This is an optimization exercise on Yosys and OpenROAD, whose aim is small area, a short achievable clock period and few clock cycles per item, not a production implementation. The RTL was checked by simulation tests, not by an equivalence proof against the original design. Power figures rest on the tool's default switching activity, not on a simulated workload.

**flow/config.mk**
```make
export PLATFORM = sky130hd
export DESIGN_NAME = muldiv_iter
export DESIGN_NICKNAME = muldiv_iter
export VERILOG_FILES = /design/flow/design.v
export SDC_FILE = /design/flow/constraint.sdc
export NUM_CORES = 4
export LEC_CHECK = 0
export CAP_MARGIN = 20
export CORE_MARGIN = 2
export CORE_UTILIZATION = 40
export SLEW_MARGIN = 20
```
**flow/flow/run.sh**
```bash
#!/bin/bash
# The standard layout (the standard.sh, standard synthesis unchanged), with
# timing repair asked to leave 6.5 ns of setup slack at the 10 ns clock.
set -euo pipefail
bash standard.sh SETUP_SLACK_MARGIN=6.5 finish > standard_flow.log 2>&1
```
**flow/constraint.sdc**
```tcl
create_clock -name core_clock -period 10.0 [get_ports {clk}]
set_input_delay 2.0000 -clock core_clock [delete_from_list [all_inputs] [get_ports {clk}]]
set_output_delay 2.0000 -clock core_clock [all_outputs]
set_load 0.01 [all_outputs]
```
**flow/design.v**
```verilog
package muldiv_pkg;
    function automatic logic is_word(input logic [3:0] op);
        is_word = (op >= 4'd8) && (op <= 4'd12);
    endfunction
    function automatic logic is_illegal(input logic [3:0] op);
        is_illegal = op > 4'd12;
    endfunction
    function automatic logic is_mul(input logic [3:0] op);
        is_mul = (op <= 4'd3) || (op == 4'd8);
    endfunction
    function automatic logic is_rem(input logic [3:0] op);
        is_rem = (op == 4'd6) || (op == 4'd7) || (op == 4'd11) || (op == 4'd12);
    endfunction
    function automatic logic is_signed_a(input logic [3:0] op);
        is_signed_a = (op == 4'd1) || (op == 4'd2) || (op == 4'd4) || (op == 4'd6)
            || (op == 4'd9) || (op == 4'd11);
    endfunction
    function automatic logic is_signed_b(input logic [3:0] op);
        is_signed_b = (op == 4'd1) || (op == 4'd4) || (op == 4'd6)
            || (op == 4'd9) || (op == 4'd11);
    endfunction
endpackage
module muldiv_prep (
    input  logic [3:0]  op,
    input  logic [63:0] rs1,
    input  logic [63:0] rs2,
    output logic [68:0] x,
    output logic [63:0] y,
    output logic [67:0] m,
    output logic        a_neg,
    output logic        b_neg
);
    logic        word;
    logic        mul;
    logic        sa;
    logic        sb;
    logic [63:0] a_ext;
    logic [63:0] b_ext;
    always_comb begin
        word  = muldiv_pkg::is_word(op);
        mul   = muldiv_pkg::is_mul(op);
        sa    = muldiv_pkg::is_signed_a(op);
        sb    = muldiv_pkg::is_signed_b(op);
        a_ext = word ? {{32{sa & rs1[31]}}, rs1[31:0]} : rs1;
        b_ext = word ? {{32{sb & rs2[31]}}, rs2[31:0]} : rs2;
        a_neg = sa & a_ext[63];
        b_neg = sb & b_ext[63];
        x     = mul ? 69'd0 : {5'b00000, a_ext ^ {64{a_neg}}};
        y     = mul ? rs1 : 64'd0;
        m     = {{4{b_neg}}, b_ext};
    end
endmodule
module muldiv_add #(
    parameter int W  = 67,
    parameter bit KS = 1
) (
    input  logic [W-1:0] a,
    input  logic [W-1:0] b,
    input  logic         cin,
    output logic [W-1:0] s
);
    localparam int N = W + 1;
    localparam int L = $clog2(N);
    logic [N-1:0] g [0:L];
    logic [N-1:0] p [0:L];
    assign g[0] = {a & b, cin};
    assign p[0] = {a ^ b, 1'b0};
    for (genvar l = 0; l < L; l++) begin : g_lvl
        for (genvar i = 0; i < N; i++) begin : g_bit
            if (KS) begin : g_ks
                if (i >= (1 << l)) begin : g_op
                    assign g[l+1][i] = g[l][i] | (p[l][i] & g[l][i - (1 << l)]);
                    assign p[l+1][i] = p[l][i] & p[l][i - (1 << l)];
                end else begin : g_pass
                    assign g[l+1][i] = g[l][i];
                    assign p[l+1][i] = p[l][i];
                end
            end else begin : g_sk
                if ((i >> l) & 1) begin : g_op
                    assign g[l+1][i] = g[l][i] | (p[l][i] & g[l][((i >> l) << l) - 1]);
                    assign p[l+1][i] = p[l][i] & p[l][((i >> l) << l) - 1];
                end else begin : g_pass
                    assign g[l+1][i] = g[l][i];
                    assign p[l+1][i] = p[l][i];
                end
            end
        end
    end
    assign s = (a ^ b) ^ g[L][N-2:0];
endmodule
module muldiv_iter
#(
    parameter int XLEN     = 64,
    parameter bit WORD_OPS = 1
) (
    input  logic            clk,
    input  logic            rst,
    input  logic            flush,
    input  logic            in_valid,
    output logic            in_ready,
    input  logic [3:0]      op,
    input  logic [XLEN-1:0] rs1,
    input  logic [XLEN-1:0] rs2,
    output logic            out_valid,
    input  logic            out_ready,
    output logic [XLEN-1:0] result,
    output logic            busy
);
    localparam int W = 69;         
    localparam int I_IDLE  = 0;
    localparam int I_MUL   = 1;
    localparam int I_INC   = 2;    
    localparam int I_DCHK  = 3;    
    localparam int I_ALIGN = 4;    
    localparam int I_DIV   = 5;
    localparam int I_FIX   = 6;    
    localparam int I_CAP   = 7;    
    localparam int I_NEGX  = 8;    
    localparam int I_NEGI  = 9;    
    localparam int NS      = 10;
    logic [NS-1:0] st;
    logic [6:0]   cnt;
    logic [W-1:0] x;       
    logic [63:0]  y;       
    logic [W-2:0] m;       
    logic [W-1:0] q;       
    logic         b_s1, b_s2, b_s32, b_inv;    
    logic         qc;      
    logic         skip;    
    logic         c_word;
    logic         c_mul;
    logic         c_hi;    
    logic         c_fix;   
    logic         c_rem;
    logic         c_ill;
    logic         c_dn;    
    logic         c_neg;   
    logic         c_dz;    
    logic [W-1:0] p_x;
    logic [63:0]  p_y;
    logic [W-2:0] p_m;
    logic         p_aneg;
    logic         p_bneg;
    muldiv_prep u_prep (
        .op   (op),
        .rs1  (rs1),
        .rs2  (rs2),
        .x    (p_x),
        .y    (p_y),
        .m    (p_m),
        .a_neg(p_aneg),
        .b_neg(p_bneg)
    );
    logic         take;
    logic         cap_ok;
    logic         ov_n;
    logic [W-1:0] sum;
    logic         neg;     
    logic         m_zero;
    logic         last;
    logic         dn_n;
    logic [W-2:0] m_n;
    logic [NS-1:0] ld_st;         
    logic [NS-1:0] nl_p, nl_m;    
    logic [NS-1:0] st_p;          
    logic [NS-1:0] st_m;          
    logic         n_s1, n_s2, n_s32, inv_p, cin_p;
    logic         alt;
    logic         inv_m;
    logic         dv;
    logic         skip_n;
    logic [2:0]   bd;
    logic [63:0]  rn;
    logic [63:0]  res_n;
    function automatic logic [2:0] booth(input logic b1, input logic b0, input logic bm);
        booth = {b0 ^ bm, (b1 & ~b0 & ~bm) | (~b1 & b0 & bm), b1 & ~(b0 & bm)};
    endfunction
    assign take   = in_ready && in_valid && !flush && !rst;
    assign cap_ok = st[I_CAP] && (!out_valid || out_ready);
    assign q = ((b_s1 ? {m[W-2], m} : '0) | (b_s2 ? {m, 1'b0} : '0)
              | (b_s32 ? {m[W-6:0], 5'b00000} : '0)) ^ {W{b_inv}};
    muldiv_add #(.W(W), .KS(1)) u_add (.a(x), .b(q), .cin(qc), .s(sum));
    assign neg    = sum[W-1];
    assign m_zero = (m == '0);
    assign last   = skip ? (cnt == 7'd4) : (cnt == 7'd1);
    always_comb begin
        ld_st = '0;
        if (muldiv_pkg::is_illegal(op))  ld_st[I_CAP]  = 1'b1;
        else if (muldiv_pkg::is_mul(op)) ld_st[I_MUL]  = 1'b1;
        else if (p_aneg)                 ld_st[I_INC]  = 1'b1;
        else                             ld_st[I_DCHK] = 1'b1;
        nl_p = '0;
        if (st[I_IDLE]) nl_p[I_IDLE] = 1'b1;
        if (st[I_MUL]) begin
            if (!last)      nl_p[I_MUL] = 1'b1;
            else if (c_fix) nl_p[I_FIX] = 1'b1;
            else            nl_p[I_CAP] = 1'b1;
        end
        if (st[I_INC]) nl_p[I_DCHK] = 1'b1;
        if (st[I_DCHK]) begin
            if (!m_zero)             nl_p[I_ALIGN] = 1'b1;
            else if (c_rem && c_neg) nl_p[I_NEGX]  = 1'b1;
            else                     nl_p[I_CAP]   = 1'b1;
        end
        if (st[I_ALIGN]) nl_p[I_ALIGN] = 1'b1;
        if (st[I_DIV]) begin
            if (cnt != 7'd0)      nl_p[I_DIV]  = 1'b1;
            else if (!c_neg)      nl_p[I_CAP]  = 1'b1;
            else if (c_rem)       nl_p[I_NEGX] = 1'b1;
            else                  nl_p[I_NEGI] = 1'b1;
        end
        if (st[I_FIX]) begin
            if (c_neg) nl_p[I_NEGX] = 1'b1;
            else       nl_p[I_CAP]  = 1'b1;
        end
        if (st[I_NEGX]) nl_p[I_NEGI] = 1'b1;
        if (st[I_NEGI]) nl_p[I_CAP]  = 1'b1;
        if (st[I_CAP]) begin
            if (cap_ok) nl_p[I_IDLE] = 1'b1;
            else        nl_p[I_CAP]  = 1'b1;
        end
        nl_m = nl_p;
        if (st[I_DCHK] && !m_zero) begin nl_m[I_ALIGN] = 1'b0; nl_m[I_DIV] = 1'b1; end
        if (st[I_ALIGN])           begin nl_m[I_ALIGN] = 1'b0; nl_m[I_DIV] = 1'b1; end
        if (st[I_DIV] && cnt == 7'd0 && c_rem) begin nl_m[I_CAP] = 1'b0; nl_m[I_NEGX] = 1'b0; nl_m[I_FIX] = 1'b1; end
        st_p = in_ready ? ld_st : nl_p;
        st_m = neg ? nl_m : nl_p;
    end
    always_comb begin
        m_n = m;
        if (in_ready)                        m_n = p_m;
        else if (st[I_ALIGN])                m_n = {m[W-6:0], 4'b0000};
        else if (st[I_DIV] && cnt != 7'd0)   m_n = {m[W-2], m[W-2:1]};
    end
    always_comb begin
        dn_n   = in_ready ? p_bneg : c_dn;
        n_s1 = 1'b0; n_s2 = 1'b0; n_s32 = 1'b0; inv_p = 1'b0; cin_p = 1'b0;
        skip_n = 1'b0;
        bd     = 3'b000;
        if (in_ready) begin
            bd     = booth(rs1[1], rs1[0], 1'b0);
            skip_n = (rs1[7:0] == 8'h00);
        end else if (skip) begin
            bd     = booth(y[9], y[8], y[7]);
            skip_n = ((y[15:7] == 9'h000) || (y[15:7] == 9'h1FF)) && (cnt[6:3] != 4'd0);
        end else begin
            bd     = booth(y[3], y[2], y[1]);
            skip_n = ((y[9:1] == 9'h000) || (y[9:1] == 9'h1FF)) && (cnt > 7'd4);
        end
        if (st_p[I_MUL])   begin n_s1 = bd[2]; n_s2 = bd[1]; inv_p = bd[0]; cin_p = bd[0]; end
        if (st_p[I_INC] || st_p[I_NEGI]) cin_p = 1'b1;
        if (st_p[I_DCHK])  begin n_s2 = 1'b1;  inv_p = ~dn_n; cin_p = ~dn_n; end
        if (st_p[I_ALIGN]) begin n_s32 = 1'b1; inv_p = ~dn_n; cin_p = ~dn_n; end
        if (st_p[I_DIV])   begin n_s1 = 1'b1;  inv_p = ~dn_n; cin_p = ~dn_n; end
        if (st_p[I_FIX])   begin n_s1 = 1'b1;  inv_p = dn_n;  cin_p = dn_n; end
        alt   = st[I_DCHK] || st[I_ALIGN] || (st[I_DIV] && cnt == 7'd0 && c_rem);
        dv    = st[I_DCHK] || st[I_ALIGN] || (st[I_DIV] && (cnt != 7'd0 || c_rem));
        inv_m = st[I_DIV] ? c_dn : ~c_dn;
    end
    always_comb begin
        rn = (c_rem || c_neg) ? x[63:0] : y;
        if (c_ill)                   res_n = 64'd0;
        else if (c_mul && c_hi)      res_n = x[63:0];
        else if (c_mul && c_word)    res_n = {{32{y[63]}}, y[63:32]};
        else if (c_mul)              res_n = y;
        else if (c_dz && !c_rem)     res_n = {64{1'b1}};
        else if (c_word)             res_n = {{32{rn[31]}}, rn[31:0]};
        else                         res_n = rn;
    end
    always_ff @(posedge clk) begin
        b_s1  <= (neg && alt) ? 1'b1 : n_s1;
        b_s2  <= (neg && alt) ? 1'b0 : n_s2;
        b_s32 <= (neg && alt) ? 1'b0 : n_s32;
        b_inv <= (neg && dv) ? inv_m : inv_p;
        qc    <= (neg && dv) ? inv_m : cin_p;
        skip <= skip_n;
        m    <= m_n;
        if (in_ready) begin
            x       <= p_x;
            y       <= p_y;
            cnt     <= muldiv_pkg::is_mul(op) ? (muldiv_pkg::is_word(op) ? 7'd16 : 7'd32) : 7'd0;
            c_word  <= muldiv_pkg::is_word(op);
            c_mul   <= muldiv_pkg::is_mul(op);
            c_hi    <= (op == 4'd1) || (op == 4'd2) || (op == 4'd3);
            c_fix   <= (op == 4'd3) && rs1[63];
            c_rem   <= muldiv_pkg::is_rem(op);
            c_ill   <= muldiv_pkg::is_illegal(op);
            c_dn    <= p_bneg;
            c_neg   <= !muldiv_pkg::is_mul(op) && (muldiv_pkg::is_rem(op) ? p_aneg : (p_aneg ^ p_bneg));
            c_dz    <= 1'b0;
        end else begin
            if (st[I_MUL]) begin
                if (skip) begin
                    x   <= {{8{x[W-1]}}, x[W-1:8]};
                    y   <= {x[7:0], y[63:8]};
                    cnt <= cnt - 7'd4;
                end else begin
                    x   <= {sum[W-1], sum[W-1], sum[W-1:2]};
                    y   <= {sum[1:0], y[63:2]};
                    cnt <= cnt - 7'd1;
                end
            end
            if (st[I_INC] || st[I_FIX] || st[I_NEGI]) x <= sum;
            if (st[I_NEGX]) x <= ~x;
            if (st[I_DCHK] && m_zero) c_dz <= 1'b1;
            if (st[I_ALIGN]) cnt <= cnt + 7'd4;
            if (st[I_DIV]) begin
                if (cnt == 7'd0 && c_neg && !c_rem) x <= {{(W-63){1'b1}}, ~y[62:0], neg};
                else                                x <= sum;
                y <= {y[62:0], ~neg};
                if (cnt != 7'd0) cnt <= cnt - 7'd1;
            end
        end
    end
    always_comb begin
        ov_n = out_valid && !out_ready;
        if (cap_ok) ov_n = 1'b1;
    end
    always_ff @(posedge clk) begin
        if (cap_ok) result <= res_n;
        if (rst || flush) begin
            st        <= 'd1;
            out_valid <= 1'b0;
            in_ready  <= 1'b1;
            busy      <= 1'b0;
        end else begin
            st        <= take ? ld_st : st_m;
            out_valid <= ov_n;
            in_ready  <= take ? (ld_st[I_CAP] && !ov_n) : (st_m[I_IDLE] || (st_m[I_CAP] && !ov_n));
            busy      <= take || !st_m[I_IDLE] || ov_n;
        end
    end
endmodule
```
**flow/standard.sh**
```bash
#!/bin/bash
# synth_recipe.tcl (not shown) runs the flow's synth.tcl, then flattens the netlist and writes it again
# the make line also repeats each setting of config.mk as NAME=value (left out here)
make -C /OpenROAD-flow-scripts/flow DESIGN_CONFIG=/design/flow/config.mk WORK_HOME=/design/flow/orfs CLKGATE_MAP_FILE= SYNTH_SCRIPT=/design/flow/synth_recipe.tcl "${@:-finish}"
```
==> results of run 1 <==
-- worst max-delay path, cell delays in order (launching register included) --
cell                       delay (ns)
sky130_fd_sc_hd__dfxtp_4         0.39
sky130_fd_sc_hd__buf_12          0.16
sky130_fd_sc_hd__buf_16          0.14
sky130_fd_sc_hd__a222oi_1        0.48
sky130_fd_sc_hd__xnor2_1         0.18
sky130_fd_sc_hd__ha_1            0.47
sky130_fd_sc_hd__nand2_2         0.18
sky130_fd_sc_hd__a221oi_4        0.41
sky130_fd_sc_hd__o21ai_2         0.18
sky130_fd_sc_hd__nor4_4          0.27
sky130_fd_sc_hd__nor3_1          0.10
sky130_fd_sc_hd__or3b_1          0.37
sky130_fd_sc_hd__a222oi_1        0.65
sky130_fd_sc_hd__o31a_1          0.23
-- final cells by class --
cell class | count | share of cell area
Sequential cell | 300 | 0.252
Clock buffer | 49 | 0.0298
Clock inverter | 20 | 0.00717
Multi-Input combinational cell | 2535 | 0.537
Timing Repair Buffer | 487 | 0.139
Tap cell | 846 | 0.0305
Inverter | 35 | 0.00400
Antenna cell | 3 | 0.000216
-- through the flow --
stage	setup WS, ns	hold WS [ns]	area, µm²
2_1_floorplan	6.41	0.453	25900
3_3_place_gp	4.71	0.495	28200
3_5_place_dp	4.66	0.502	28300
4_1_cts	5.84	0.517	33200
5_1_grt	5.47	0.543	34700
6_report	5.63	0.517	34700
-- synth_stat cells (all sizes together) (5+ instances only) --
| master | number |
|---|---|
| or2 | 9 |
| buf | 47 |
| nor3 | 73 |
| o21a | 15 |
| nand2 | 295 |
| nor4 | 31 |
| and2 | 12 |
| a21o | 35 |
| a222oi | 65 |
| mux2i | 121 |
| a211oi | 108 |
| o311ai | 9 |
| a221oi | 19 |
| a31oi | 24 |
| mux2 | 8 |
| o221ai | 20 |
| ha | 82 |
| nand3b | 6 |
| a21oi | 373 |
| edfxtp | 272 |
| a22oi | 12 |
| clkbuf | 210 |
| o21bai | 12 |
| nor2 | 304 |
| a2111oi | 6 |
| a21boi | 6 |
| xor2 | 68 |
| xnor2 | 134 |
| inv | 34 |
| nand3 | 105 |
| o22ai | 75 |
| o211ai | 36 |
| dfxtp | 28 |
| o2111ai | 7 |
| a22o | 5 |
| nand4 | 35 |
| o31ai | 6 |
| nand2b | 13 |
| and4 | 5 |
| nor2b | 39 |
| o21ai | 290 |
| and3 | 11 |
| or3 | 12 |
-- kinds of logic after synthesis --
group | count (synthesis)
xor+xnor | 202
fa+ha+maj | 83
compound gates | 1157
simple gates | 962
mux | 129
flops | 300
buf+inv | 292
-- report_power, final --
part,switching [µW],internal [µW]
Sequential,446,1570
Combinational,3330,2610
Clock,615,866
-- registers in the layout (all words and copies together) (netlist names), 7 cells and up --
register,count
cnt,7
m,68
result,64
st,10
x,69
y,64
-- path summary, 6_finish.rpt --
| check | startpoint | endpoint | slack, ns |
|---|---|---|---|
| setup / recovery | b_s1 | x[39] | 5.63 |
| hold / removal | st[2] | st[3] | 0.52 |
| setup reg to reg | b_s1 | x[39] | 5.63 |
| hold reg to reg | st[2] | st[3] | 0.52 |
-- metal layers --
metal | share of wire | track usage | vias to the layer above
met2 | 0.44 | 0.550 | 1938
met5 | 0.00035 | 0 | -
met3 | 0.11 | 0.0821 | 504
met1 | 0.37 | 0.449 | 13852
li1 | - | - | 12409
met4 | 0.076 | 0.222 | 8
-- what timing repair did --
action | in CTS | in global routing
pin swaps | 157 | 139
hold buffers | 0 | 0
endpoints found under the setup margin | 185 | 95
gates cloned | 11 | 3
buffers inserted | 162 | 72
resized for setup | 443 | 198
==> reports/metrics.json, run 1 <==
{
  "outcome": {
    "outcome": "finished clean"
  },
  "drt": {
    "drc_errors": 0,
    "antenna_violating_nets_post_route": 0,
    "firstDrtPassIters": 11,
    "drtIter0Drc": 4120,
    "vias": 28711,
    "post_drt_via_cell_ratio": 6.72,
    "routed_wirelength_mm": 124,
    "routed_wire_length_per_instance_um": 29.0
  },
  "setup_path": {
    "worst-setup-path-type": "reg2reg",
    "crit_path_end_kind": "register",
    "critical_path.max_fanout": 5,
    "critPathLaunchType": "register",
    "critical_path_arrival_ns": 4.82,
    "logic_depth_of_the_worst_register_to_register_path": 13,
    "required_ns": 10.45
  },
  "logic_synthesis": {
    "netlist.top_cell.by_area": "sky130_fd_sc_hd__edfxtp_1",
    "synth_top_family_by_area": "compound AO/OA/AOI/OAI gates",
    "synth_top_area_share": 0.319,
    "synth.yosys.warnings": 5,
    "synth-seq-area-share": 0.341,
    "synth-edff-count": 272,
    "synth.net_count": 3345,
    "netlist_instances": 3125,
    "post_synth_and_or_nand_nor_area_fraction": 0.172,
    "yosys-mux-area-fraction": 0.0508,
    "synthTopCellsByArea": "sky130_fd_sc_hd__edfxtp_1, sky130_fd_sc_hd__a21oi_1, sky130_fd_sc_hd__o21ai_0, sky130_fd_sc_hd__mux2i_1, sky130_fd_sc_hd__xnor2_1",
    "post_synth_instance_area_mm2": 0.0256,
    "dominantRegCellSynth": "sky130_fd_sc_hd__edfxtp_1",
    "synthArstFlopShare": 0,
    "synth.ff_latch_count": 300,
    "synth_cell_type_count": 89,
    "synth_compound_gate_area_share": 0.283,
    "synth_xor_xnor_area_share": 0.0691,
    "synth-adder-area-share": 0.0408,
    "synthesis.area_per_instance_um2": 8.20
  },
  "layout": {
    "regArea_mm2": 0.00875,
    "multi_input_area_mm2": 0.0186,
    "layout.cells.most_common": "sky130_fd_sc_hd__a21oi_1",
    "synthToLayoutAreaGrowth_pct": 35.6,
    "post_layout_nonfiller_instances": 4275,
    "finalCoreUtilization": 0.550,
    "final_layout_size_suffix_gt1_frac": 0.227,
    "fillers": 5607,
    "mostFrequentLayoutCells": "sky130_fd_sc_hd__a21oi_1, sky130_fd_sc_hd__nor2_1, sky130_fd_sc_hd__edfxtp_1",
    "fin_nets": 3617
  },
  "clocking": {
    "cts_root_buffer": "sky130_fd_sc_hd__clkbuf_16",
    "worstSkewPairLatency_ns": 0.59,
    "htreeDepth": 2,
    "cts.path.max_buffers": 3,
    "cts_num_sinks": 300,
    "clk_pin_slew_worst_paths_ns": 0.06,
    "cts_inserted_buffers": 38,
    "tritoncts": "built"
  },
  "power": {
    "max-vdd-ir-drop_v": 0.000149,
    "power.static_leakage_uw": 0.0125,
    "power_density_over_cell_area_mw_per_mm2": 272,
    "post-layout-total-power_uw": 9440
  },
  "die": {
    "coreArea_mm2": 0.0632,
    "ioPinCount": 204,
    "floorplan.rows": 92,
    "die-width_um": 257,
    "die_area_mm2": 0.0661,
    "die_y_um": 257,
    "floorplan.initialDensity": 0.405
  },
  "hold_path": {
    "holdPathStages": 2,
    "min_path_type": "reg2reg"
  },
  "timing": {
    "tightest_slew_ns": 1.10,
    "tns_ns": 0,
    "report.final.hold_viol_count": 0,
    "skew_ns": 0.0209,
    "min_period_over_period": 0.437,
    "setup_viol": 0,
    "fmax_mhz": 229,
    "timing.slew.headroom": 0.267,
    "maxSlewViolCount": 0,
    "min_period_ns": 4.37,
    "grt_setup_unrepaired": "yes"
  },
  "place": {
    "gp_congestion": 0.989,
    "portBuffers": 203,
    "dpl.hpwl_mm": 84.8,
    "placed_cells": 3955
  },
  "grt": {
    "grt_pass1_wl_mm": 178,
    "global_route.usage.total": 0.356,
    "antenna_violations_before_repair": 5,
    "grt_start_max_net_pins": 162,
    "grt_overflow": 0,
    "first_global_vias": 26639
  },
  "flow_run": {
    "max_cap_viol_count": 0
  }
}
Testbench counts, summed over its fixed seeds: cycles 40,705, items 2,400.
==> inputs of run 2 (changes only) <==
--- a/flow/design.v
+++ b/flow/design.v
@@ -109,15 +109,14 @@
     localparam int W = 69;         
     localparam int I_IDLE  = 0;
     localparam int I_MUL   = 1;
-    localparam int I_INC   = 2;    
-    localparam int I_DCHK  = 3;    
-    localparam int I_ALIGN = 4;    
-    localparam int I_DIV   = 5;
-    localparam int I_FIX   = 6;    
-    localparam int I_CAP   = 7;    
-    localparam int I_NEGX  = 8;    
-    localparam int I_NEGI  = 9;    
-    localparam int NS      = 10;
+    localparam int I_DCHK  = 2;    
+    localparam int I_ALIGN = 3;    
+    localparam int I_DIV   = 4;
+    localparam int I_FIX   = 5;    
+    localparam int I_CAP   = 6;    
+    localparam int I_NEGX  = 7;    
+    localparam int I_NEGI  = 8;    
+    localparam int NS      = 9;
     logic [NS-1:0] st;
     logic [6:0]   cnt;
     logic [W-1:0] x;       
@@ -125,8 +124,9 @@
     logic [W-2:0] m;       
     logic [W-1:0] q;       
     logic         b_s1, b_s2, b_s32, b_inv;    
+    logic [W-1:0] r;       
+    logic         r_s1, r_s2, r_inv;           
     logic         qc;      
-    logic         skip;    
     logic         c_word;
     logic         c_mul;
     logic         c_hi;    
@@ -136,6 +136,7 @@
     logic         c_dn;    
     logic         c_neg;   
     logic         c_dz;    
+    logic         c_inc;   
     logic [W-1:0] p_x;
     logic [63:0]  p_y;
     logic [W-2:0] p_m;
@@ -168,8 +169,9 @@
     logic         alt;
     logic         inv_m;
     logic         dv;
-    logic         skip_n;
-    logic [2:0]   bd;
+    logic [2:0]   bd, be;
+    logic         nr_s1, nr_s2, nr_inv;
+    logic [W-1:0] cs_s, cs_c;    
     logic [63:0]  rn;
     logic [63:0]  res_n;
     function automatic logic [2:0] booth(input logic b1, input logic b0, input logic bm);
@@ -179,15 +181,19 @@
     assign cap_ok = st[I_CAP] && (!out_valid || out_ready);
     assign q = ((b_s1 ? {m[W-2], m} : '0) | (b_s2 ? {m, 1'b0} : '0)
               | (b_s32 ? {m[W-6:0], 5'b00000} : '0)) ^ {W{b_inv}};
-    muldiv_add #(.W(W), .KS(1)) u_add (.a(x), .b(q), .cin(qc), .s(sum));
+    assign r = {((r_s1 ? m[W-3:0] : '0) | (r_s2 ? {m[W-4:0], 1'b0} : '0)) ^ {(W-2){r_inv}},
+                r_inv, r_inv};
+    assign cs_s = x ^ q ^ r;
+    assign cs_c = {(x[W-2:0] & q[W-2:0]) | (x[W-2:0] & r[W-2:0]) | (q[W-2:0] & r[W-2:0]),
+                   r_inv | c_inc};
+    muldiv_add #(.W(W), .KS(1)) u_add (.a(cs_s), .b(cs_c), .cin(qc), .s(sum));
     assign neg    = sum[W-1];
     assign m_zero = (m == '0);
-    assign last   = skip ? (cnt == 7'd4) : (cnt == 7'd1);
+    assign last   = (cnt == 7'd1);
     always_comb begin
         ld_st = '0;
         if (muldiv_pkg::is_illegal(op))  ld_st[I_CAP]  = 1'b1;
         else if (muldiv_pkg::is_mul(op)) ld_st[I_MUL]  = 1'b1;
-        else if (p_aneg)                 ld_st[I_INC]  = 1'b1;
         else                             ld_st[I_DCHK] = 1'b1;
         nl_p = '0;
         if (st[I_IDLE]) nl_p[I_IDLE] = 1'b1;
@@ -196,7 +202,6 @@
             else if (c_fix) nl_p[I_FIX] = 1'b1;
             else            nl_p[I_CAP] = 1'b1;
         end
-        if (st[I_INC]) nl_p[I_DCHK] = 1'b1;
         if (st[I_DCHK]) begin
             if (!m_zero)             nl_p[I_ALIGN] = 1'b1;
             else if (c_rem && c_neg) nl_p[I_NEGX]  = 1'b1;
@@ -213,7 +218,10 @@
             if (c_neg) nl_p[I_NEGX] = 1'b1;
             else       nl_p[I_CAP]  = 1'b1;
         end
-        if (st[I_NEGX]) nl_p[I_NEGI] = 1'b1;
+        if (st[I_NEGX]) begin
+            if (c_inc) nl_p[I_CAP]  = 1'b1;
+            else       nl_p[I_NEGI] = 1'b1;
+        end
         if (st[I_NEGI]) nl_p[I_CAP]  = 1'b1;
         if (st[I_CAP]) begin
             if (cap_ok) nl_p[I_IDLE] = 1'b1;
@@ -235,20 +243,19 @@
     always_comb begin
         dn_n   = in_ready ? p_bneg : c_dn;
         n_s1 = 1'b0; n_s2 = 1'b0; n_s32 = 1'b0; inv_p = 1'b0; cin_p = 1'b0;
-        skip_n = 1'b0;
-        bd     = 3'b000;
+        nr_s1 = 1'b0; nr_s2 = 1'b0; nr_inv = 1'b0;
         if (in_ready) begin
-            bd     = booth(rs1[1], rs1[0], 1'b0);
-            skip_n = (rs1[7:0] == 8'h00);
-        end else if (skip) begin
-            bd     = booth(y[9], y[8], y[7]);
-            skip_n = ((y[15:7] == 9'h000) || (y[15:7] == 9'h1FF)) && (cnt[6:3] != 4'd0);
+            bd = booth(rs1[1], rs1[0], 1'b0);
+            be = booth(rs1[3], rs1[2], rs1[1]);
         end else begin
-            bd     = booth(y[3], y[2], y[1]);
-            skip_n = ((y[9:1] == 9'h000) || (y[9:1] == 9'h1FF)) && (cnt > 7'd4);
+            bd = booth(y[5], y[4], y[3]);
+            be = booth(y[7], y[6], y[5]);
+        end
+        if (st_p[I_MUL]) begin
+            n_s1 = bd[2]; n_s2 = bd[1]; inv_p = bd[0]; cin_p = bd[0];
+            {nr_s1, nr_s2, nr_inv} = be;
         end
-        if (st_p[I_MUL])   begin n_s1 = bd[2]; n_s2 = bd[1]; inv_p = bd[0]; cin_p = bd[0]; end
-        if (st_p[I_INC] || st_p[I_NEGI]) cin_p = 1'b1;
+        if (st_p[I_NEGI])  cin_p = 1'b1;
         if (st_p[I_DCHK])  begin n_s2 = 1'b1;  inv_p = ~dn_n; cin_p = ~dn_n; end
         if (st_p[I_ALIGN]) begin n_s32 = 1'b1; inv_p = ~dn_n; cin_p = ~dn_n; end
         if (st_p[I_DIV])   begin n_s1 = 1'b1;  inv_p = ~dn_n; cin_p = ~dn_n; end
@@ -273,12 +280,14 @@
         b_s32 <= (neg && alt) ? 1'b0 : n_s32;
         b_inv <= (neg && dv) ? inv_m : inv_p;
         qc    <= (neg && dv) ? inv_m : cin_p;
-        skip <= skip_n;
+        r_s1  <= nr_s1;
+        r_s2  <= nr_s2;
+        r_inv <= nr_inv;
         m    <= m_n;
         if (in_ready) begin
             x       <= p_x;
             y       <= p_y;
-            cnt     <= muldiv_pkg::is_mul(op) ? (muldiv_pkg::is_word(op) ? 7'd16 : 7'd32) : 7'd0;
+            cnt     <= muldiv_pkg::is_mul(op) ? (muldiv_pkg::is_word(op) ? 7'd8 : 7'd16) : 7'd0;
             c_word  <= muldiv_pkg::is_word(op);
             c_mul   <= muldiv_pkg::is_mul(op);
             c_hi    <= (op == 4'd1) || (op == 4'd2) || (op == 4'd3);
@@ -288,22 +297,18 @@
             c_dn    <= p_bneg;
             c_neg   <= !muldiv_pkg::is_mul(op) && (muldiv_pkg::is_rem(op) ? p_aneg : (p_aneg ^ p_bneg));
             c_dz    <= 1'b0;
+            c_inc   <= !muldiv_pkg::is_mul(op) && p_aneg;
         end else begin
             if (st[I_MUL]) begin
-                if (skip) begin
-                    x   <= {{8{x[W-1]}}, x[W-1:8]};
-                    y   <= {x[7:0], y[63:8]};
-                    cnt <= cnt - 7'd4;
-                end else begin
-                    x   <= {sum[W-1], sum[W-1], sum[W-1:2]};
-                    y   <= {sum[1:0], y[63:2]};
-                    cnt <= cnt - 7'd1;
-                end
+                x   <= {{4{sum[W-1]}}, sum[W-1:4]};
+                y   <= {sum[3:0], y[63:4]};
+                cnt <= cnt - 7'd1;
             end
-            if (st[I_INC] || st[I_FIX] || st[I_NEGI]) x <= sum;
+            if (st[I_FIX] || st[I_NEGI]) x <= sum;
             if (st[I_NEGX]) x <= ~x;
             if (st[I_DCHK] && m_zero) c_dz <= 1'b1;
             if (st[I_ALIGN]) cnt <= cnt + 7'd4;
+            if (st[I_DIV]) c_inc <= 1'b0;
             if (st[I_DIV]) begin
                 if (cnt == 7'd0 && c_neg && !c_rem) x <= {{(W-63){1'b1}}, ~y[62:0], neg};
                 else                                x <= sum;
==> flow/flow/run.sh (replaced) <==
#!/bin/bash
# The standard layout (the standard.sh, standard synthesis unchanged), with
# timing repair asked to leave 6.0 ns of setup slack at the 10 ns clock.
set -euo pipefail
bash standard.sh SETUP_SLACK_MARGIN=6.0 finish > standard_flow.log 2>&1
--- a/flow/config.mk
+++ b/flow/config.mk
@@ -7,5 +7,5 @@
 export LEC_CHECK = 0
 export CAP_MARGIN = 20
 export CORE_MARGIN = 2
-export CORE_UTILIZATION = 40
+export CORE_UTILIZATION = 60
 export SLEW_MARGIN = 20
==> run 2 against run 1 <==
Still clean on timing, DRC and antenna. Utilization rose by 23 points. Critical path depth rose by 3. Worst setup slack worse by 0.58 ns. Clock power decreased by 4%. Critical endpoint is now x[61]. Largest power group unchanged. Highest routed layer unchanged.
==> reports/metrics.json, run 2 <==
{
  "outcome": {
    "outcome": "finished clean"
  },
  "logic_synthesis": {
    "synth.cells.most_frequent": "sky130_fd_sc_hd__a21oi_1, sky130_fd_sc_hd__edfxtp_1, sky130_fd_sc_hd__nand2_1",
    "synth.ff_latch_count": {"value": 302, "change": "+0.67%"},
    "synth.yosys.warnings": {"value": 5, "change": "unchanged"},
    "synthArstFlopShare": {"value": 0, "change": "unchanged"},
    "netlist.top_cell.by_area": "sky130_fd_sc_hd__edfxtp_1",
    "dominantRegCellSynth": "sky130_fd_sc_hd__edfxtp_1",
    "synth_most_common_cell": "sky130_fd_sc_hd__a21oi_1",
    "synth_top_area_share": {"value": 0.303, "change": "-0.0161"},
    "post_synth_instance_area": {"value": 0.0271, "unit": "mm²", "change": "+5.7%"},
    "synthTopCellsByArea": "sky130_fd_sc_hd__edfxtp_1, sky130_fd_sc_hd__xnor2_1, sky130_fd_sc_hd__fa_1, sky130_fd_sc_hd__a21oi_1, sky130_fd_sc_hd__o21ai_0",
    "synth_cell_type_count": {"value": 92, "change": "+3.4%"},
    "synth-seq-area-share": {"value": 0.324, "change": "-0.0166"},
    "synthesis.area_per_instance": {"value": 8.72, "unit": "µm²", "change": "+6.3%"},
    "netlist_instances": {"value": 3107, "change": "-0.58%"},
    "synth-edff-count": {"value": 273, "change": "+0.37%"},
    "synth.net_count": {"value": 3390, "change": "+1.3%"}
  },
  "hold_path": {
    "min_path_type": "reg2reg",
    "holdCritStartpoint": "c_dz"
  },
  "grt": {
    "global_route.usage.total": {"value": 0.478, "change": "+0.122"},
    "grt_pass1_wl": {"value": 170, "unit": "mm", "change": "-4.6%"},
    "grt_start_max_net_pins": {"value": 99, "change": "-39%"},
    "antenna_violations_before_repair": {"value": 7, "change": "+2"},
    "grt_overflow": {"value": 0, "change": "unchanged"},
    "first_global_vias": {"value": 27128, "change": "+1.8%"}
  },
  "power": {
    "power_density_over_cell_area": {"value": 387, "unit": "mW/mm²", "change": "+42%"},
    "power.static_leakage": {"value": 0.0125, "unit": "µW", "change": "-0.41%"},
    "post-layout-total-power": {"value": 13400, "unit": "µW", "change": "+42%"},
    "max-vdd-ir-drop": {"value": 0.000363, "unit": "V", "change": "+140%"}
  },
  "setup_path": {
    "path_common_cell": "sky130_fd_sc_hd__buf_12",
    "crit_chain": "buf_12 > a222oi_1 > xnor2_1 > fa_1 > ha_4 > a21oi_4 > o21ai_2 > or3_1 > or4_4 > a41oi_4 > buf_12 > o211ai_4 > and3b_4 > mux2_4 > a211o_1 > a31o_1",
    "critical_path.max_fanout": {"value": 31, "change": "+26"},
    "worst-setup-path-type": "reg2reg",
    "critical_path.startpoint": "b_s1",
    "critical_path_arrival": {"value": 5.29, "unit": "ns", "change": "+0.47 ns"},
    "critPathLaunchType": "register",
    "critical-path-top-delay-family": "simple AND/OR/NAND/NOR gates",
    "regToRegStartpoint": "b_s1",
    "crit_path_end_kind": "register",
    "slowest_stage": "sky130_fd_sc_hd__fa_1",
    "required": {"value": 10.35, "unit": "ns", "change": "-0.10 ns"},
    "timing.critical_path.slowest_cell_delay": {"value": 0.57, "unit": "ns", "change": "-0.08 ns"},
    "critPathBufInv": {"value": 2, "change": "unchanged"}
  },
  "clocking": {
    "tritoncts": "built",
    "cts_num_sinks": {"value": 302, "change": "+0.67%"},
    "cts_inserted_buffers": {"value": 37, "change": "-2.6%"},
    "worstSkewPairLatency": {"value": 0.60, "unit": "ns", "change": "about the same"},
    "cts_root_buffer": "sky130_fd_sc_hd__clkbuf_16",
    "cts_hold_buffers": {"value": 0, "change": "unchanged"},
    "clk_pin_slew_worst_paths": {"value": 0.07, "unit": "ns", "change": "about the same"},
    "cts.path.max_buffers": {"value": 3, "change": "unchanged"},
    "htreeDepth": {"value": 2, "change": "unchanged"}
  },
  "layout": {
    "synthToLayoutAreaGrowth_pct": 28.0,
    "final_layout_size_suffix_gt1_frac": {"value": 0.209, "change": "-0.0187"},
    "fin_nets": {"value": 3567, "change": "-1.4%"},
    "finalCoreUtilization": {"value": 0.781, "change": "+0.231"},
    "largest_register": "x",
    "multi_input_area": {"value": 0.0192, "unit": "mm²", "change": "+3.0%"},
    "flip_flop_count_of_the_largest_register_after_layout": {"value": 69, "change": "unchanged"},
    "mostFrequentLayoutCells": "sky130_fd_sc_hd__edfxtp_1, sky130_fd_sc_hd__nand2_1, sky130_fd_sc_hd__a21oi_1",
    "fillers": {"value": 2873, "change": "-49%"},
    "layout.cells.most_common": "sky130_fd_sc_hd__edfxtp_1",
    "regArea": {"value": 0.00882, "unit": "mm²", "change": "+0.73%"},
    "layout_top_registers": "x: 69 flops, m: 68 flops"
  },
  "timing": {
    "min_period": {"value": 4.94, "unit": "ns", "change": "+0.575 ns"},
    "grt_setup_unrepaired": "yes",
    "fmax": {"value": 202, "unit": "MHz", "change": "-12%"},
    "tightest_slew": {"value": 1.11, "unit": "ns", "change": "+0.0107 ns"},
    "skew": {"value": 0.0182, "unit": "ns", "change": "-0.00271 ns"},
    "setup_viol": {"value": 0, "change": "unchanged"},
    "maxSlewViolCount": {"value": 0, "change": "unchanged"},
    "tns": {"value": 0, "unit": "ns", "change": "unchanged"},
    "fin_ws": {"value": 5.06, "unit": "ns", "change": "-0.575 ns"},
    "report.final.hold_viol_count": {"value": 0, "change": "unchanged"},
    "timing.slew.headroom": {"value": 0.255, "change": "-0.0122"},
    "min_period_over_period": {"value": 0.494, "change": "+0.0575"},
    "worst_hold_slack": {"value": 0.510, "unit": "ns", "change": "-0.00630 ns"}
  },
  "place": {
    "pre_cts_ws": {"value": 4.25, "unit": "ns", "change": "-0.410 ns"},
    "portBuffers": {"value": 203, "change": "unchanged"},
    "dpl.hpwl": {"value": 78.0, "unit": "mm", "change": "-8.0%"},
    "gp_congestion": {"value": 1.00, "change": "+1.5%"}
  },
  "die": {
    "floorplan.rows": {"value": 77, "change": "-16%"},
    "ioPinCount": {"value": 204, "change": "unchanged"},
    "coreArea": {"value": 0.0444, "unit": "mm²", "change": "-30%"},
    "die_area": {"value": 0.0469, "unit": "mm²", "change": "-29%"},
    "die_y": {"value": 216, "unit": "µm", "change": "-16%"},
    "die-width": {"value": 216, "unit": "µm", "change": "-16%"},
    "floorplan.initialDensity": {"value": 0.610, "change": "+0.204"}
  },
  "drt": {
    "drc_errors": {"value": 0, "change": "unchanged"},
    "post_drt_via_cell_ratio": {"value": 7.51, "change": "+12%"},
    "drtIter0Drc": {"value": 6167, "change": "+50%"},
    "routed_wirelength": {"value": 120, "unit": "mm", "change": "-2.7%"},
    "antenna_violating_nets_post_route": {"value": 0, "change": "unchanged"},
    "firstDrtPassIters": {"value": 15, "change": "+4"},
    "routed_wire_length_per_instance": {"value": 30.8, "unit": "µm", "change": "+6.4%"},
    "vias": {"value": 29365, "change": "+2.3%"}
  },
  "flow_run": {
    "max_cap_viol_count": {"value": 0, "change": "unchanged"}
  }
}
-- run 2: cell types whose count changed after synthesis, sizes merged, moves of 29 or more --
cell,delta
nand2,-29
xnor2,+45
clkbuf,+56
inv,+34
a22oi,+64
fa,+68
nor2,-92
o21ai,-51
a21oi,-93
-- run 2: cell type report --
type,instances,share of cell area
repair buffers,460,0.127
inverters,70,0.00769
diodes,5,0.000361
clock inverters,25,0.00733
clock buffers,42,0.0275
flip-flops and latches,302,0.254
multi-input cells,2412,0.554
well taps,592,0.0214
repair inverters,1,0.000217
-- run 2: worst paths after layout --
path	cells past startpoint	end	slack, ns
worst max-delay path	16	x[61]	5.06
worst min-delay path	2	c_dz	0.51
worst max register to register	16	x[61]	5.06
worst min register to register	2	c_dz	0.51
-- run 2: repair_timing --
item                       4_1_cts  5_1_grt
pin swaps                      120      164
setup endpoints to repair      154       79
cloned                           5        4
buffers inserted               135       76
resized for setup              296      218
-- run 2: cells by family (layout without fill, tap and decap cells) --
kind of cell	Yosys count	count (layout)	synth area share
AO/OA/AOI/OAI	1072	1073	0.262
AND/OR/NAND/NOR	795	795	0.134
buffers and inverters	395	598	0.0573
flip-flops	302	302	0.324
XOR/XNOR	271	272	0.0876
adder cells (fa/ha/maj)	146	146	0.0866
multiplexers	126	126	0.0477
other	0	5	0
-- run 2: metrics by stage --
| stage | area (µm²) | cells |
|---|---|---|
| global route | 34700 | 3904 |
| detailed placement | 29100 | 3616 |
| global placement | 29100 | 3615 |
| floorplan | 27400 | 3107 |
| CTS | 32900 | 3823 |
| finish | 34700 | 3909 |
-- run 2: routing by layer --
metal / vias up / track usage / share of wire
met5: - / 0 / 0.00076
met4: 12 / 0.341 / 0.10
met3: 883 / 0.143 / 0.15
met2: 2873 / 0.734 / 0.43
met1: 13638 / 0.574 / 0.32
li1: 11959 / - / -
-- run 2: tightest hold or removal path: cells and delay by family (launching register included) --
kind            cells  cell delay [ns]
compound gates      1             0.05
buf+inv             1             0.06
flops               1             0.35
-- run 2: where the power goes --
part,internal [µW],switching (µW),total (µW)
combinational,4240,5690,9930
sequential,1620,460,2080
clock,798,619,1420
total,6660,6770,13400
Testbench counts of run 2, summed over its fixed seeds: cycles 31,068, items 2,400.
==> inputs of run 3 (changes only) <==
==> flow/flow/run.sh (replaced) <==
#!/bin/bash
# The standard layout (the standard.sh, standard synthesis unchanged), with
# timing repair asked to leave 6.5 ns of setup slack at the 10 ns clock.
set -euo pipefail
bash standard.sh SETUP_SLACK_MARGIN=6.5 finish > standard_flow.log 2>&1
--- a/flow/config.mk
+++ b/flow/config.mk
@@ -7,5 +7,5 @@
 export LEC_CHECK = 0
 export CAP_MARGIN = 20
 export CORE_MARGIN = 2
-export CORE_UTILIZATION = 60
+export CORE_UTILIZATION = 45
 export SLEW_MARGIN = 20
==> run 3 against run 2 <==
Clock power about the same. Flip-flop and latch count is the same. First-iteration DRC count fell by 37%. Fmax is 3.2% higher. Register-to-register slack better by 0.15 ns. Critical endpoint unchanged.
==> reports/metrics.json, run 3 <==
{
  "outcome": {
    "outcome": "finished clean"
  },
  "logic_synthesis": {
    "synth.cells.most_frequent": "sky130_fd_sc_hd__a21oi_1, sky130_fd_sc_hd__edfxtp_1, sky130_fd_sc_hd__nand2_1",
    "synthArstFlopShare": {"value": 0, "change": "unchanged"},
    "netlist.top_cell.by_area": "sky130_fd_sc_hd__edfxtp_1",
    "post_synth_instance_area": {"value": 0.0271, "unit": "mm²", "change": "unchanged"},
    "synthesis.area_per_instance": {"value": 8.72, "unit": "µm²", "change": "unchanged"},
    "synth_top_area_share": {"value": 0.303, "change": "unchanged"},
    "synthTopCellsByArea": "sky130_fd_sc_hd__edfxtp_1, sky130_fd_sc_hd__xnor2_1, sky130_fd_sc_hd__fa_1, sky130_fd_sc_hd__a21oi_1, sky130_fd_sc_hd__o21ai_0",
    "synth-adder-area-share": {"value": 0.0866, "change": "unchanged"},
    "synth.yosys.warnings": {"value": 5, "change": "unchanged"},
    "netlist_instances": {"value": 3107, "change": "unchanged"},
    "synth.ff_latch_count": {"value": 302, "change": "unchanged"},
    "dominantRegCellSynth": "sky130_fd_sc_hd__edfxtp_1",
    "synth_cell_type_count": {"value": 92, "change": "unchanged"},
    "post_synth_and_or_nand_nor_area_fraction": {"value": 0.134, "change": "unchanged"},
    "yosys-mux-area-fraction": {"value": 0.0477, "change": "unchanged"},
    "synth-edff-count": {"value": 273, "change": "unchanged"},
    "synth.net_count": {"value": 3390, "change": "unchanged"},
    "synth_most_common_cell": "sky130_fd_sc_hd__a21oi_1",
    "synth-seq-area-share": {"value": 0.324, "change": "unchanged"},
    "synth_compound_gate_area_share": {"value": 0.262, "change": "unchanged"},
    "synth_xor_xnor_area_share": {"value": 0.0876, "change": "unchanged"},
    "synth_top_family_by_area": "compound AO/OA/AOI/OAI gates"
  },
  "setup_path": {
    "critPathLaunchType": "register",
    "critPathBufInv": {"value": 0, "change": "-2"},
    "slowest_stage": "sky130_fd_sc_hd__fa_1",
    "required": {"value": 10.33, "unit": "ns", "change": "-0.02 ns"},
    "ff2ff_setup_slack": {"value": 5.21, "unit": "ns", "change": "+0.15 ns"},
    "timing.critical_path.slowest_cell_delay": {"value": 0.60, "unit": "ns", "change": "+0.03 ns"},
    "critical_path_arrival": {"value": 5.11, "unit": "ns", "change": "-0.18 ns"},
    "crit_chain": "a222oi_1 > xnor2_1 > fa_1 > ha_4 > nand2_4 > o221ai_2 > or3_1 > or4_4 > a41oi_4 > o211ai_2 > and3b_4 > mux2_4 > a211o_1 > a31o_1",
    "critical-path-top-delay-family": "compound AO/OA/AOI/OAI gates",
    "critical_path.max_fanout": {"value": 8, "change": "-74%"},
    "crit_path_end_kind": "register",
    "worst-setup-path-type": "reg2reg"
  },
  "timing": {
    "min_period_over_period": {"value": 0.479, "change": "-0.0154"},
    "min_period": {"value": 4.79, "unit": "ns", "change": "-0.154 ns"},
    "tns": {"value": 0, "unit": "ns", "change": "unchanged"},
    "fmax": {"value": 209, "unit": "MHz", "change": "+3.2%"},
    "setup_viol": {"value": 0, "change": "unchanged"},
    "report.final.hold_viol_count": {"value": 0, "change": "unchanged"},
    "timing.slew.headroom": {"value": 0.243, "change": "-0.0126"},
    "skew": {"value": 0.0212, "unit": "ns", "change": "+0.00307 ns"},
    "maxSlewViolCount": {"value": 0, "change": "unchanged"},
    "grt_setup_unrepaired": "yes",
    "tightest_slew": {"value": 1.14, "unit": "ns", "change": "+0.0292 ns"}
  },
  "layout": {
    "flip_flop_count_of_the_largest_register_after_layout": {"value": 69, "change": "unchanged"},
    "fin_nets": {"value": 3548, "change": "-0.53%"},
    "layout_top_registers": "x: 69 flops, m: 68 flops",
    "finalCoreUtilization": {"value": 0.596, "change": "-0.185"},
    "post_layout_nonfiller_instances": {"value": 4065, "change": "+4.0%"},
    "layout.cells.most_common": "sky130_fd_sc_hd__edfxtp_1",
    "largest_register": "x",
    "fillers": {"value": 5221, "change": "+82%"},
    "final_layout_size_suffix_gt1_frac": {"value": 0.213, "change": "+0.00461"},
    "mostFrequentLayoutCells": "sky130_fd_sc_hd__edfxtp_1, sky130_fd_sc_hd__nand2_1, sky130_fd_sc_hd__a21oi_1",
    "synthToLayoutAreaGrowth_pct": 30.3,
    "diode_count": {"value": 0, "change": "-5"}
  },
  "power": {
    "max-vdd-ir-drop": {"value": 0.000200, "unit": "V", "change": "-45%"},
    "power.combinational.fraction": {"value": 0.744, "change": "+0.005"},
    "int_pwr": {"value": 6870, "unit": "µW", "change": "+3.2%"},
    "swShare": {"value": 0.498, "change": "-0.00579"},
    "post-layout-total-power": {"value": 13700, "unit": "µW", "change": "+2.0%"},
    "clock_power_share": {"value": 0.104, "change": "-0.002"},
    "power_density_over_cell_area": {"value": 388, "unit": "mW/mm²", "change": "+0.23%"},
    "switchingPower": {"value": 6820, "unit": "µW", "change": "+0.82%"},
    "power.share.sequential": {"value": 0.152, "change": "-0.003"},
    "power.static_leakage": {"value": 0.0126, "unit": "µW", "change": "+0.90%"}
  },
  "drt": {
    "firstDrtPassIters": {"value": 10, "change": "-5"},
    "post_drt_via_cell_ratio": {"value": 6.79, "change": "-9.6%"},
    "drc_errors": {"value": 0, "change": "unchanged"},
    "routed_wire_length_per_instance": {"value": 29.6, "unit": "µm", "change": "-4.1%"},
    "routed_wirelength": {"value": 120, "unit": "mm", "change": "-0.26%"},
    "antenna_violating_nets_post_route": {"value": 0, "change": "unchanged"},
    "vias": {"value": 27591, "change": "-6.0%"},
    "drtIter0Drc": {"value": 3909, "change": "-37%"}
  },
  "clocking": {
    "tritoncts": "built",
    "cts.path.max_buffers": {"value": 3, "change": "unchanged"},
    "cts_root_buffer": "sky130_fd_sc_hd__clkbuf_16",
    "cts_num_sinks": {"value": 302, "change": "unchanged"},
    "worstSkewPairLatency": {"value": 0.58, "unit": "ns", "change": "-0.02 ns"},
    "htreeDepth": {"value": 2, "change": "unchanged"},
    "clk_pin_slew_worst_paths": {"value": 0.06, "unit": "ns", "change": "about the same"},
    "cts_inserted_buffers": {"value": 37, "change": "unchanged"},
    "cts_hold_buffers": {"value": 0, "change": "unchanged"}
  },
  "grt": {
    "antenna_violations_before_repair": {"value": 2, "change": "-5"},
    "grt_start_max_net_pins": {"value": 112, "change": "+13%"},
    "global_route.usage.total": {"value": 0.366, "change": "-0.112"},
    "first_global_vias": {"value": 25993, "change": "-4.2%"},
    "grt_overflow": {"value": 0, "change": "unchanged"},
    "grt_pass1_wl": {"value": 171, "unit": "mm", "change": "+1.0%"}
  },
  "die": {
    "floorplan.initialDensity": {"value": 0.457, "change": "-0.153"},
    "die-width": {"value": 249, "unit": "µm", "change": "+15%"},
    "die_y": {"value": 249, "unit": "µm", "change": "+15%"},
    "die_area": {"value": 0.0622, "unit": "mm²", "change": "+33%"},
    "ioPinCount": {"value": 204, "change": "unchanged"},
    "floorplan.rows": {"value": 89, "change": "+16%"},
    "coreArea": {"value": 0.0592, "unit": "mm²", "change": "+33%"}
  },
  "place": {
    "dpl.hpwl": {"value": 82.5, "unit": "mm", "change": "+5.8%"},
    "gp_congestion": {"value": 0.989, "change": "-1.5%"},
    "placed_cells": {"value": 3797, "change": "+5.0%"},
    "portBuffers": {"value": 203, "change": "unchanged"}
  },
  "hold_path": {
    "min_path_type": "reg2reg"
  },
  "flow_run": {
    "max_cap_viol_count": {"value": 0, "change": "unchanged"}
  }
}
## run 3: metal layers
layer	part of all wire	wire length, µm	track usage	vias to the layer above
met3	0.10	12000	0.0643	393
met2	0.46	55000	0.586	1772
li1	-	-	-	11930
met1	0.37	44600	0.469	13496
met4	0.071	8580	0.205	0
met5	0	0	0	-
## run 3: path summary, 6_finish.rpt
| path | from | to | depth (start not counted) |
|---|---|---|---|
| worst max register to register | m[18] | x[61] | 14 |
| worst min-delay path | cnt[1] | cnt[1] | 2 |
| worst max-delay path | m[18] | x[61] | 14 |
| worst min register to register | cnt[1] | cnt[1] | 2 |
## run 3: what timing repair did
action / CTS / global route
hold endpoints to repair: 0 / 0
setup buffers: 147 / 40
setup endpoints to repair: 191 / 100
gates resized for setup: 380 / 156
gates cloned: 15 / 0
pin swaps: 165 / 127
## run 3: cell families (layout without fill, tap and decap cells)
logic type	Yosys count	count (layout)
XOR/XNOR	271	271
adder cells (fa/ha/maj)	146	146
AND/OR/NAND/NOR	795	795
multiplexers	126	126
buffers and inverters	395	579
AO/OA/AOI/OAI	1072	1073
flip-flops	302	302
## run 3: power by group through the flow
| stage | clock (µW) | sequential [µW] | combinational (µW) |
|---|---|---|---|
| detailed placement | 0 | 2100 | 6630 |
| finish | 1430 | 2080 | 10200 |
| global placement | 0 | 2100 | 6630 |
| global route | 1480 | 2060 | 10600 |
| CTS | 1440 | 2050 | 8970 |
| floorplan | 0 | 1770 | 4830 |
## run 3: metrics by stage
step	area [µm²]	worst slack, ns	hold slack [ns]
floorplan	27600	5.52	0.453
global placement	29400	4.46	0.489
detailed placement	29500	4.35	0.531
CTS	34100	5.26	0.541
global route	35300	5.06	0.598
finish	35300	5.21	0.543
## run 3: worst register-to-register path, cell delays in order (launching register included)
cell                       delay, ns
sky130_fd_sc_hd__edfxtp_1       0.53
sky130_fd_sc_hd__a222oi_1       0.58
sky130_fd_sc_hd__xnor2_1        0.19
sky130_fd_sc_hd__fa_1           0.60
sky130_fd_sc_hd__ha_4           0.23
sky130_fd_sc_hd__nand2_4        0.12
sky130_fd_sc_hd__o221ai_2       0.13
sky130_fd_sc_hd__or3_1          0.36
sky130_fd_sc_hd__or4_4          0.46
sky130_fd_sc_hd__a41oi_4        0.24
sky130_fd_sc_hd__o211ai_2       0.14
sky130_fd_sc_hd__and3b_4        0.25
sky130_fd_sc_hd__mux2_4         0.30
sky130_fd_sc_hd__a211o_1        0.23
sky130_fd_sc_hd__a31o_1         0.18
## run 3: cell type report
type	count	area [µm²]	share of cell area
Clock buffer	42	955	0.0271
Multi-Input combinational cell	2411	19500	0.552
Inverter	70	268	0.00759
Timing Repair Buffer	443	4520	0.128
Clock inverter	24	273	0.00773
Sequential cell	302	8810	0.250
Tap cell	773	967	0.0274
==> inputs of run 4 (changes only) <==
--- a/flow/config.mk
+++ b/flow/config.mk
@@ -9,3 +9,4 @@
 export CORE_MARGIN = 2
 export CORE_UTILIZATION = 45
 export SLEW_MARGIN = 20
+export TNS_END_PERCENT = 0
==> run 4 against run 3 <==
Still clean. Design area is 10% lower. Clock-buffer cell count is 9 higher. Combinational power is 31% lower. Register-to-register slack worse by 0.04 ns. Area after synthesis stayed put. Worst setup slack worse by 0.040 ns. Synthesized cell count stayed put. Power is 23% lower. Flip-flop and latch count stayed put. Critical endpoint is now x[62].
==> reports/metrics.json, run 4 <==
{
  "drt": {
    "post_drt_via_cell_ratio": {"value": 6.76, "change": "-0.34%"},
    "firstDrtPassIters": {"value": 9, "change": "-1"},
    "drtIter0Drc": {"value": 3660, "change": "-6.4%"},
    "antenna_violating_nets_post_route": {"value": 0, "change": "unchanged"},
    "drc_errors": {"value": 0, "change": "unchanged"},
    "routed_wirelength": {"value": 115, "unit": "mm", "change": "-4.6%"},
    "routed_wire_length_per_instance": {"value": 29.0, "unit": "µm", "change": "-1.9%"},
    "vias": {"value": 26725, "change": "-3.1%"}
  },
  "die": {
    "die_area": {"value": 0.0622, "unit": "mm²", "change": "unchanged"},
    "die-width": {"value": 249, "unit": "µm", "change": "unchanged"},
    "floorplan.initialDensity": {"value": 0.457, "change": "unchanged"},
    "coreArea": {"value": 0.0592, "unit": "mm²", "change": "unchanged"},
    "die_y": {"value": 249, "unit": "µm", "change": "unchanged"},
    "floorplan.rows": {"value": 89, "change": "unchanged"},
    "ioPinCount": {"value": 204, "change": "unchanged"}
  },
  "layout": {
    "layout.cells.most_common": "sky130_fd_sc_hd__edfxtp_1",
    "synthToLayoutAreaGrowth_pct": 16.8,
    "flip_flop_count_of_the_largest_register_after_layout": {"value": 69, "change": "unchanged"},
    "mostFrequentLayoutCells": "sky130_fd_sc_hd__edfxtp_1, sky130_fd_sc_hd__a21oi_1, sky130_fd_sc_hd__nand2_1",
    "final_layout_size_suffix_gt1_frac": {"value": 0.0973, "change": "-0.116"},
    "largest_register": "x",
    "layout_top_registers": "x: 69 flops, m: 68 flops",
    "fin_nets": {"value": 3429, "change": "-3.4%"}
  },
  "timing": {
    "report.final.hold_viol_count": {"value": 0, "change": "unchanged"},
    "min_period": {"value": 4.83, "unit": "ns", "change": "+0.0395 ns"},
    "maxSlewViolCount": {"value": 0, "change": "unchanged"},
    "setup_viol": {"value": 0, "change": "unchanged"},
    "fin_ws": {"value": 5.17, "unit": "ns", "change": "-0.0395 ns"},
    "tns": {"value": 0, "unit": "ns", "change": "unchanged"},
    "min_period_over_period": {"value": 0.483, "change": "+0.00395"},
    "grt_setup_unrepaired": "yes",
    "tightest_slew": {"value": 1.10, "unit": "ns", "change": "-0.0326 ns"},
    "skew": {"value": 0.0234, "unit": "ns", "change": "+0.00211 ns"},
    "timing.slew.headroom": {"value": 0.264, "change": "+0.0217"},
    "fmax": {"value": 207, "unit": "MHz", "change": "-0.82%"}
  },
  "setup_path": {
    "crit_path_end_kind": "register",
    "timing.critical_path.slowest_cell_delay": {"value": 0.43, "unit": "ns", "change": "-0.17 ns"},
    "critPathLaunchType": "register",
    "path_common_cell": "sky130_fd_sc_hd__nand3_1",
    "required": {"value": 10.31, "unit": "ns", "change": "-0.02 ns"},
    "crit_chain": "bufbuf_16 > a222oi_1 > xnor2_1 > fa_1 > ha_2 > a2111oi_1 > o21ai_0 > o22ai_1 > nand3_1 > a221oi_2 > nand3_1 > xor2_1 > o2bb2ai_1 > o31ai_1 > o221ai_1",
    "slowest_stage": "sky130_fd_sc_hd__a2111oi_1",
    "critical_path_arrival": {"value": 5.14, "unit": "ns", "change": "+0.03 ns"},
    "worst-setup-path-type": "reg2reg",
    "critical_path.max_fanout": {"value": 17, "change": "+9"}
  },
  "place": {
    "gp_congestion": {"value": 0.991, "change": "+0.21%"},
    "dpl.hpwl": {"value": 82.6, "unit": "mm", "change": "about the same"},
    "pre_cts_ws": {"value": 3.83, "unit": "ns", "change": "-0.521 ns"},
    "portBuffers": {"value": 203, "change": "unchanged"}
  },
  "clocking": {
    "htreeDepth": {"value": 2, "change": "unchanged"},
    "tritoncts": "built",
    "cts_hold_buffers": {"value": 0, "change": "unchanged"},
    "cts_inserted_buffers": {"value": 39, "change": "+5.4%"},
    "cts_root_buffer": "sky130_fd_sc_hd__clkbuf_16",
    "cts_num_sinks": {"value": 302, "change": "unchanged"},
    "clk_pin_slew_worst_paths": {"value": 0.06, "unit": "ns", "change": "about the same"},
    "worstSkewPairLatency": {"value": 0.59, "unit": "ns", "change": "about the same"},
    "cts.path.max_buffers": {"value": 3, "change": "unchanged"}
  },
  "grt": {
    "grt_overflow": {"value": 0, "change": "unchanged"},
    "first_global_vias": {"value": 25022, "change": "-3.7%"},
    "global_route.usage.total": {"value": 0.352, "change": "-0.0145"},
    "antenna_violations_before_repair": {"value": 3, "change": "+1"},
    "grt_start_max_net_pins": {"value": 99, "change": "-12%"},
    "grt_pass1_wl": {"value": 165, "unit": "mm", "change": "-3.7%"}
  },
  "logic_synthesis": {
    "synth.net_count": {"value": 3390, "change": "unchanged"},
    "dominantRegCellSynth": "sky130_fd_sc_hd__edfxtp_1",
    "synth-seq-area-share": {"value": 0.324, "change": "unchanged"},
    "synth.ff_latch_count": {"value": 302, "change": "unchanged"},
    "synthesis.area_per_instance": {"value": 8.72, "unit": "µm²", "change": "unchanged"},
    "post_synth_instance_area": {"value": 0.0271, "unit": "mm²", "change": "unchanged"},
    "synthTopCellsByArea": "sky130_fd_sc_hd__edfxtp_1, sky130_fd_sc_hd__xnor2_1, sky130_fd_sc_hd__fa_1, sky130_fd_sc_hd__a21oi_1, sky130_fd_sc_hd__o21ai_0",
    "synth-edff-count": {"value": 273, "change": "unchanged"},
    "synthArstFlopShare": {"value": 0, "change": "unchanged"},
    "synth.yosys.warnings": {"value": 5, "change": "unchanged"},
    "synth.cells.most_frequent": "sky130_fd_sc_hd__a21oi_1, sky130_fd_sc_hd__edfxtp_1, sky130_fd_sc_hd__nand2_1",
    "synth_top_area_share": {"value": 0.303, "change": "unchanged"},
    "netlist.top_cell.by_area": "sky130_fd_sc_hd__edfxtp_1",
    "netlist_instances": {"value": 3107, "change": "unchanged"},
    "synth_cell_type_count": {"value": 92, "change": "unchanged"},
    "synth_most_common_cell": "sky130_fd_sc_hd__a21oi_1"
  },
  "flow_run": {
    "max_cap_viol_count": {"value": 0, "change": "unchanged"}
  },
  "power": {
    "power.static_leakage": {"value": 0.0114, "unit": "µW", "change": "-9.8%"},
    "power_density_over_cell_area": {"value": 334, "unit": "mW/mm²", "change": "-14%"},
    "post-layout-total-power": {"value": 10600, "unit": "µW", "change": "-23%"},
    "max-vdd-ir-drop": {"value": 0.000181, "unit": "V", "change": "-9.3%"}
  },
  "outcome": {
    "outcome": "finished clean"
  },
  "hold_path": {
    "min_path_type": "reg2reg"
  }
}
run 4: cell counts after synthesis:
No cell type changed its count.
run 4: what timing repair did:
item	4_1_cts	5_1_grt
pin swaps	25	7
gates cloned	3	1
buffers inserted	58	15
gates resized for setup	75	22
setup endpoints to repair	158	172
run 4: critical path: cells and delay by family, from the launching register on:
family,cells,cell delay (ns)
AO/OA/AOI/OAI,8,2.24
XOR/XNOR,2,0.38
adder cells (fa/ha/maj),2,0.79
AND/OR/NAND/NOR,2,0.44
buffers and inverters,1,0.32
flip-flops,1,0.38
run 4: power breakdown:
part / switching (µW) / internal (µW) / total [µW]
clock network: 607 / 842 / 1450
logic: 4520 / 2530 / 7050
registers: 459 / 1620 / 2080
total: 5590 / 4990 / 10600
run 4: layout make-up:
type | instances | area [µm²]
Fill cell | 5478 | 27600
Multi-Input combinational cell | 2411 | 17200
Sequential cell | 302 | 8810
Timing Repair Buffer | 321 | 3140
Clock buffer | 51 | 1080
Tap cell | 773 | 967
Inverter | 70 | 267
Clock inverter | 21 | 195
Timing Repair inverter | 1 | 7.51
Antenna cell | 1 | 2.50
run 4: cells by family (layout without fill, tap and decap cells):
kind of cell	after synthesis	after routing	synth area share
xor+xnor	271	271	0.0876
compound gates	1072	1073	0.262
simple gates	795	795	0.134
buf+inv	395	464	0.0573
other cells	0	1	0
fa+ha+maj	146	146	0.0866
flops	302	302	0.324
mux	126	126	0.0477
run 4: worst paths after layout:
path / start / end / slack, ns / cells after the start
setup / recovery: b_s1 / x[62] / 5.17 / 15
setup reg to reg: b_s1 / x[62] / 5.17 / 15
hold reg to reg: cnt[1] / cnt[1] / 0.52 / 2
hold / removal: cnt[1] / cnt[1] / 0.52 / 2
run 4: metal layers:
metal / routed length (µm) / vias to the layer above / GRT usage
met5: 11 / - / 0
met4: 7310 / 2 / 0.197
met3: 11400 / 329 / 0.0777
met2: 52500 / 1613 / 0.560
met1: 43400 / 13085 / 0.442
li1: - / 11696 / -
run 4: through the flow:
stage,util,cells,instance area [µm²],hold WS [ns]
4_1_cts,0.531,3934,31400,0.521
6_report,0.534,3951,31600,0.516
2_1_floorplan,-,3107,27200,0.453
3_5_place_dp,0.493,3801,29200,0.509
3_3_place_gp,0.493,3801,29200,0.491
5_1_grt,0.534,3950,31600,0.568

-- what the ideal ports hide --
Ports are ideal in the flow. The routed layouts listed here were re-timed in OpenROAD.
Step 1: set_driving_cell puts a clkbuf_16 on clk and a buf_2 on each other input, an assumption about the parent block.
Step 2 adds t to the input delays and takes it off the output delays; t is the mean of the earliest and latest rising clock arrival at the registers after step 1. Input paths then give back, and output paths get back, about the clock's delay inside the block.
a / b / c = no drivers / after step 1 / after step 2; a / b = the first two.
run | t, ns | setup WS [ns] | worst hold slack (ns)
run 1 | 0.647 | 5.632 / 5.632 / 5.632 | 0.517 / 0.517 / 0.517
run 2 | 0.654 | 5.057 / 5.057 / 4.942 | 0.510 / 0.510 / 0.510
run 3 | 0.628 | 5.211 / 5.211 / 5.211 | 0.543 / 0.543 / 0.543
run 4 | 0.633 | 5.171 / 5.171 / 4.708 | 0.516 / 0.516 / 0.516
After both steps setup and hold are still met in every run listed. The setup slack of run 4, which loses most, moves by 0.000 ns with the drivers and by -0.463 ns with both steps.
